What follows belongs to an exercise in optimizing a design on an open flow for a short achievable clock period and few clock cycles; a production flow would make more cautious choices.
Where RTL was checked, it was by simulation tests only, not by an equivalence proof against the original.
No activity file was given, so power comes from the tool's default toggle rates.

==> flow/design.v <==
package icache_pkg;
  localparam int unsigned ICACHE_OFF_W = $clog2(4);
  localparam int unsigned ICACHE_IDX_W = $clog2(16);
  localparam int unsigned ICACHE_TAG_W = 32 - ICACHE_IDX_W - ICACHE_OFF_W - 2;
  typedef union packed {
    logic [32-1:0] raw;
    struct packed {
      logic [ICACHE_TAG_W-1:0] tag;
      logic [ICACHE_IDX_W-1:0] index;
      logic [ICACHE_OFF_W-1:0] offset;
      logic [1:0]              byte_off;
    } fields;
  } icache_addr_u;
  typedef enum logic [1:0] {
    LOOKUP,
    RESPOND,
    REFILL,
    ALLOCATE
  } icache_state_e;
endpackage
`timescale 1ns/1ps
module icache_top (
  input  logic                      clk_i,
  input  logic                      rst_ni,
  input  logic                      flush_i,
  input  logic                      if_req_i,
  input  logic [32-1:0] if_addr_i,
  output logic                      if_ack_o,
  output logic [31:0]               if_data_o,
  output logic                      m_arvalid_o,
  output logic [32-1:0] m_araddr_o,
  input  logic                      m_arready_i,
  input  logic                      m_rvalid_i,
  input  logic [31:0]               m_rdata_i,
  output logic                      m_rready_o
);
  logic [29:0] addr;
  assign addr = if_addr_i[31:2];
  logic [31:0] mem_q [64];
  logic [23:0] tag_q [16];
  logic [15:0] lval_q;    
  logic [63:0] wval_q;    
  logic [29:0] p_q;       
  logic [29:0] n_q;       
  logic [31:0] d_q;       
  logic        ok_q;      
  logic        lok_q;     
  logic        need_q;    
  logic [29:0] last_q;    
  logic [29:0] lb_q;      
  logic [29:0] le_q;      
  logic        lv_q;      
  logic [5:0]  fq_iw_q   [8];   
  logic [7:0]  fq_live_q;
  logic [3:0]  cnt_q;
  logic        rdy_q;          
  logic        arv_q;
  logic [27:0] ar_line_q;
  logic [1:0]  ar_w_q;
  logic [2:0]  eng_cnt_q;   
  logic        eng_live_q;
  logic        lineok_n;
  logic [15:0] eq_n;
  always_comb begin
    for (int i = 0; i < 16; i++) eq_n[i] = lval_q[i] && (tag_q[i] == n_q[29:6]);
  end
  assign lineok_n = eq_n[n_q[5:2]];
  logic [5:0]  head_iw;
  logic        head_live;
  logic        beat, beat_live;
  assign head_iw   = fq_iw_q[0];
  assign head_live = fq_live_q[0];
  assign m_rready_o = rdy_q;
  assign beat      = m_rvalid_i && m_rready_o;
  assign beat_live = beat && head_live;
  logic        fwd_p, fwd_n;
  assign fwd_p = beat_live && (head_iw == p_q[5:0]) && lok_q;
  assign fwd_n = beat_live && (head_iw == n_q[5:0]);
  logic [31:0] d_n;
  logic        ok_n;
  assign d_n  = fwd_n ? m_rdata_i : mem_q[n_q[5:0]];
  assign ok_n = lineok_n && (wval_q[n_q[5:0]] || fwd_n);
  logic        lineok_a, fwd_a, ok_a;
  logic [31:0] d_a;
  assign lineok_a = lval_q[addr[5:2]] && (tag_q[addr[5:2]] == addr[29:6]);
  assign fwd_a    = beat_live && (head_iw == addr[5:0]);
  assign d_a      = fwd_a ? m_rdata_i : mem_q[addr[5:0]];
  assign ok_a     = lineok_a && (wval_q[addr[5:0]] || fwd_a);
  logic        lok_nx;
  always_comb begin
    if (flush_i)       lok_nx = 1'b0;
    else if (ack)      lok_nx = lineok_n;
    else if (miss_new) lok_nx = lineok_a;
    else               lok_nx = lok_q || start;
  end
  logic [29:0] pred_n;
  assign pred_n = (lv_q && (n_q == le_q)) ? lb_q : n_q + 30'd1;
  logic match, ack, miss_new;
  assign match    = (addr == p_q);
  assign ack      = if_req_i && match && (ok_q || fwd_p);
  assign miss_new = if_req_i && !match;
  assign if_ack_o  = ack;
  assign if_data_o = ok_q ? d_q : m_rdata_i;
  logic start, arfire;
  assign start  = if_req_i && match && need_q;
  assign m_arvalid_o = arv_q || start;
  assign m_araddr_o  = arv_q ? {ar_line_q, ar_w_q, 2'b00} : {p_q, 2'b00};
  assign arfire = m_arvalid_o && m_arready_i;
  logic [3:0] cnt_nn, cnt_nf, cnt_n;
  assign cnt_nn = cnt_q - {3'd0, beat};
  assign cnt_nf = cnt_q + 4'd1 - {3'd0, beat};
  assign cnt_n  = arfire ? cnt_nf : cnt_nn;
  logic [2:0] push_at;
  assign push_at = cnt_q[2:0] - {2'd0, beat};
  logic [5:0] fq_iw_nx [8];
  always_comb begin
    for (int i = 0; i < 8; i++) begin
      fq_iw_nx[i] = (beat && i < 7) ? fq_iw_q[(i + 1) % 8] : fq_iw_q[i];
    end
  end
  logic [2:0] eng_cnt_n;
  always_comb begin
    eng_cnt_n = eng_cnt_q;
    if (start) eng_cnt_n = 3'd4;
    if (arfire) eng_cnt_n = eng_cnt_n - 3'd1;
  end
  logic       fire_ns;    
  logic [2:0] eng_ns;
  logic       arv_ns, arv_n, engz_ns;
  assign fire_ns = arv_q && m_arready_i;
  assign eng_ns  = fire_ns ? eng_cnt_q - 3'd1 : eng_cnt_q;
  assign engz_ns = (eng_ns == 3'd0);
  assign arv_ns  = !engz_ns;
  assign arv_n   = start || arv_ns;
  always_ff @(posedge clk_i or negedge rst_ni) begin
    if (!rst_ni) begin
      arv_q      <= 1'b0;
      ar_line_q  <= '0;
      ar_w_q     <= '0;
      eng_cnt_q  <= '0;
      eng_live_q <= 1'b0;
    end else begin
      eng_cnt_q <= eng_cnt_n;
      arv_q     <= arv_n;
      if (start) begin
        ar_line_q  <= p_q[29:2];
        ar_w_q     <= arfire ? p_q[1:0] + 2'd1 : p_q[1:0];
        eng_live_q <= 1'b1;
      end else if (arfire) begin
        ar_w_q <= ar_w_q + 2'd1;
      end
      if (flush_i) eng_live_q <= 1'b0;
    end
  end
  always_ff @(posedge clk_i or negedge rst_ni) begin
    if (!rst_ni) begin
      cnt_q     <= '0;
      rdy_q     <= 1'b0;
      fq_live_q <= '0;
    end else begin
      cnt_q <= cnt_n;
      rdy_q <= arfire || (cnt_nn != 4'd0);
      for (int i = 0; i < 8; i++) begin
        logic live;
        live = (i < 7) ? (beat ? fq_live_q[(i + 1) % 8] : fq_live_q[i]) : (!beat && fq_live_q[7]);
        if (flush_i || (start && fq_iw_nx[i][5:2] == p_q[5:2])) live = 1'b0;
        if (arfire && (3'(i) == push_at)) live = (start || eng_live_q) && !flush_i;
        fq_live_q[i] <= live;
      end
    end
  end
  always_ff @(posedge clk_i) begin
    for (int i = 0; i < 8; i++) begin
      if (arfire && (3'(i) == push_at)) fq_iw_q[i] <= m_araddr_o[7:2];
      else if (beat && i < 7) fq_iw_q[i] <= fq_iw_q[(i + 1) % 8];
    end
  end
  always_ff @(posedge clk_i or negedge rst_ni) begin
    if (!rst_ni) begin
      lval_q <= '0;
      wval_q <= '0;
    end else begin
      if (beat_live && !flush_i && !(start && head_iw[5:2] == p_q[5:2])) begin
        wval_q[head_iw] <= 1'b1;
      end
      if (start) begin
        lval_q[p_q[5:2]]        <= 1'b1;
        wval_q[p_q[5:2]*4 +: 4] <= 4'b0000;
      end
      if (flush_i) lval_q <= '0;
    end
  end
  always_ff @(posedge clk_i) begin
    if (start) tag_q[p_q[5:2]] <= p_q[29:6];
    if (beat_live) mem_q[head_iw] <= m_rdata_i;
  end
  always_ff @(posedge clk_i or negedge rst_ni) begin
    if (!rst_ni) begin
      p_q    <= '0;
      n_q    <= '0;
      ok_q   <= 1'b0;
      lok_q  <= 1'b0;
      need_q <= 1'b0;
      last_q <= '0;
      lb_q   <= '0;
      le_q   <= '0;
      lv_q   <= 1'b0;
    end else begin
      if (ack) begin
        p_q    <= n_q;
        n_q    <= pred_n;
        ok_q   <= ok_n;
        lok_q  <= lineok_n;
        last_q <= p_q;
      end else if (miss_new) begin
        p_q    <= addr;
        n_q    <= addr + 30'd1;
        ok_q   <= ok_a;
        lok_q  <= lineok_a;
        if (addr == lb_q) begin
          le_q <= last_q;
          lv_q <= 1'b1;
        end else begin
          lb_q <= addr;
          lv_q <= 1'b0;
        end
      end else begin
        if (fwd_p) ok_q <= 1'b1;
        if (start) lok_q <= 1'b1;
      end
      if (flush_i) begin
        ok_q  <= 1'b0;
        lok_q <= 1'b0;
      end
      need_q <= !start && !lok_nx && engz_ns;
    end
  end
  always_ff @(posedge clk_i) begin
    if (ack) begin
      d_q <= d_n;
    end else if (miss_new) begin
      d_q <= d_a;
    end else if (fwd_p) begin
      d_q <= m_rdata_i;
    end
  end
endmodule
clock: 6.0 ns
lec_check: 0
abc_clock_period_in_ps: 3500
cap_margin: 20
core_margin: 2
core_utilization: 45
place_density: 0.6
setup_slack_margin: 2.5
slew_margin: 20
standard.sh (not shown) runs the stock make flow with config.mk's settings and CLKGATE_MAP_FILE= SYNTH_SCRIPT=/design/flow/synth_recipe.tcl, a recipe that flattens the netlist after the stock synthesis.
==> flow/flow/run.sh <==
#!/bin/bash
# Standard ORFS layout, with the delay cells kept out of the port buffers and
# timing repair (plain buffers are faster for the I/O paths).
set -euo pipefail
export DONT_USE_CELLS="sky130_fd_sc_hd__clkdlybuf4s15_1 sky130_fd_sc_hd__clkdlybuf4s15_2 sky130_fd_sc_hd__clkdlybuf4s18_1 sky130_fd_sc_hd__clkdlybuf4s18_2 sky130_fd_sc_hd__clkdlybuf4s25_1 sky130_fd_sc_hd__clkdlybuf4s25_2 sky130_fd_sc_hd__clkdlybuf4s50_1 sky130_fd_sc_hd__clkdlybuf4s50_2 sky130_fd_sc_hd__dlygate4sd1_1 sky130_fd_sc_hd__dlygate4sd2_1 sky130_fd_sc_hd__dlygate4sd3_1 sky130_fd_sc_hd__dlymetal6s2s_1 sky130_fd_sc_hd__dlymetal6s4s_1 sky130_fd_sc_hd__dlymetal6s6s_1"
export BUFFER_PORTS_ARGS="-buffer_cell sky130_fd_sc_hd__buf_4"
bash standard.sh > standard.log 2>&1
The first run produced a clean layout.
Edit:
--- a/flow/design.v
+++ b/flow/design.v
@@ -43,12 +43,13 @@
   logic [29:0] p_q;       
   logic [29:0] n_q;       
   logic [31:0] d_q;       
   logic        ok_q;      
   logic        lok_q;     
   logic        need_q;    
+  logic        byp_q;     
   logic [29:0] last_q;    
   logic [29:0] lb_q;      
   logic [29:0] le_q;      
   logic        lv_q;      
   logic [5:0]  fq_iw_q   [8];   
   logic [7:0]  fq_live_q;
@@ -71,13 +72,13 @@
   assign head_iw   = fq_iw_q[0];
   assign head_live = fq_live_q[0];
   assign m_rready_o = rdy_q;
   assign beat      = m_rvalid_i && m_rready_o;
   assign beat_live = beat && head_live;
   logic        fwd_p, fwd_n;
-  assign fwd_p = beat_live && (head_iw == p_q[5:0]) && lok_q;
+  assign fwd_p = m_rvalid_i && byp_q;
   assign fwd_n = beat_live && (head_iw == n_q[5:0]);
   logic [31:0] d_n;
   logic        ok_n;
   assign d_n  = fwd_n ? m_rdata_i : mem_q[n_q[5:0]];
   assign ok_n = lineok_n && (wval_q[n_q[5:0]] || fwd_n);
   logic        lineok_a, fwd_a, ok_a;
@@ -157,20 +158,24 @@
       cnt_q     <= '0;
       rdy_q     <= 1'b0;
       fq_live_q <= '0;
     end else begin
       cnt_q <= cnt_n;
       rdy_q <= arfire || (cnt_nn != 4'd0);
-      for (int i = 0; i < 8; i++) begin
-        logic live;
-        live = (i < 7) ? (beat ? fq_live_q[(i + 1) % 8] : fq_live_q[i]) : (!beat && fq_live_q[7]);
-        if (flush_i || (start && fq_iw_nx[i][5:2] == p_q[5:2])) live = 1'b0;
-        if (arfire && (3'(i) == push_at)) live = (start || eng_live_q) && !flush_i;
-        fq_live_q[i] <= live;
-      end
-    end
+      fq_live_q <= fq_live_nx;
+    end
+  end
+  logic [7:0] fq_live_nx;
+  logic [5:0] iw0_nx;
+  always_comb begin
+    for (int i = 0; i < 8; i++) begin
+      fq_live_nx[i] = (i < 7) ? (beat ? fq_live_q[(i + 1) % 8] : fq_live_q[i]) : (!beat && fq_live_q[7]);
+      if (flush_i || (start && fq_iw_nx[i][5:2] == p_q[5:2])) fq_live_nx[i] = 1'b0;
+      if (arfire && (3'(i) == push_at)) fq_live_nx[i] = (start || eng_live_q) && !flush_i;
+    end
+    iw0_nx = (arfire && push_at == 3'd0) ? m_araddr_o[7:2] : fq_iw_nx[0];
   end
   always_ff @(posedge clk_i) begin
     for (int i = 0; i < 8; i++) begin
       if (arfire && (3'(i) == push_at)) fq_iw_q[i] <= m_araddr_o[7:2];
       else if (beat && i < 7) fq_iw_q[i] <= fq_iw_q[(i + 1) % 8];
     end
@@ -198,12 +203,13 @@
     if (!rst_ni) begin
       p_q    <= '0;
       n_q    <= '0;
       ok_q   <= 1'b0;
       lok_q  <= 1'b0;
       need_q <= 1'b0;
+      byp_q  <= 1'b0;
       last_q <= '0;
       lb_q   <= '0;
       le_q   <= '0;
       lv_q   <= 1'b0;
     end else begin
       if (ack) begin
@@ -230,12 +236,15 @@
       end
       if (flush_i) begin
         ok_q  <= 1'b0;
         lok_q <= 1'b0;
       end
       need_q <= !start && !lok_nx && engz_ns;
+      byp_q  <= ack      ? fq_live_nx[0] && (iw0_nx == n_q[5:0]) && lineok_n :
+                miss_new ? fq_live_nx[0] && (iw0_nx == addr[5:0]) && lineok_a :
+                           fq_live_nx[0] && (iw0_nx == p_q[5:0]) && (lok_q || start) && !flush_i;
     end
   end
   always_ff @(posedge clk_i) begin
     if (ack) begin
       d_q <= d_n;
     end else if (miss_new) begin
Outcome:
- setup slack gets worse by 110 ps
- via count fell by 0.92%
- total power rose by 1.6%
- sequential power is about the same
- count of clock-buffer cells in the layout fell by 2
- wire length fell by 3.3%
- core utilization rose by 0.61 points
- fmax fell by 2.6%
- cell area rose by 0.34%
- clock skew fell by 40 ps
Testbench counts after the change, summed over its fixed seeds: cycles 29,144.
The RTL of the first run of this note was laid out without a check of its function.

## what the ideal ports hide
The flow's constraints put no driver on any port. The routed layouts listed below were extracted and timed again, unchanged, in two steps.
Step 1: set_driving_cell puts a clkbuf_16 on clk_i and a buf_2 on each other input, an assumption about the parent block.
Step 2 moves the port delays by t, midway between the first and last clock arrival at a register: inputs arrive t later, outputs are due t later. That takes back most of the time a late clock gives input paths.
Three values: no drivers, after step 1, after step 2; two values: the first two.
run | t, ns | slack for setup (ns) | worst hold slack (ns) | worst setup path after step 2 | clock arrival spread, ns
the first run | 0.966 | 1.998 / 1.847 / 1.262 | 0.300 / 0.245 / 0.470 | input to register | 0.095 / 0.094
the second run | 1.013 | 1.892 / 1.696 / 1.288 | 0.246 / 0.192 / 0.463 | input to register | 0.062 / 0.062
After both steps setup and hold are still met in every run listed. For the first run, which loses most, drivers alone change the setup slack by -0.151 ns; drivers and shift together by -0.736 ns.
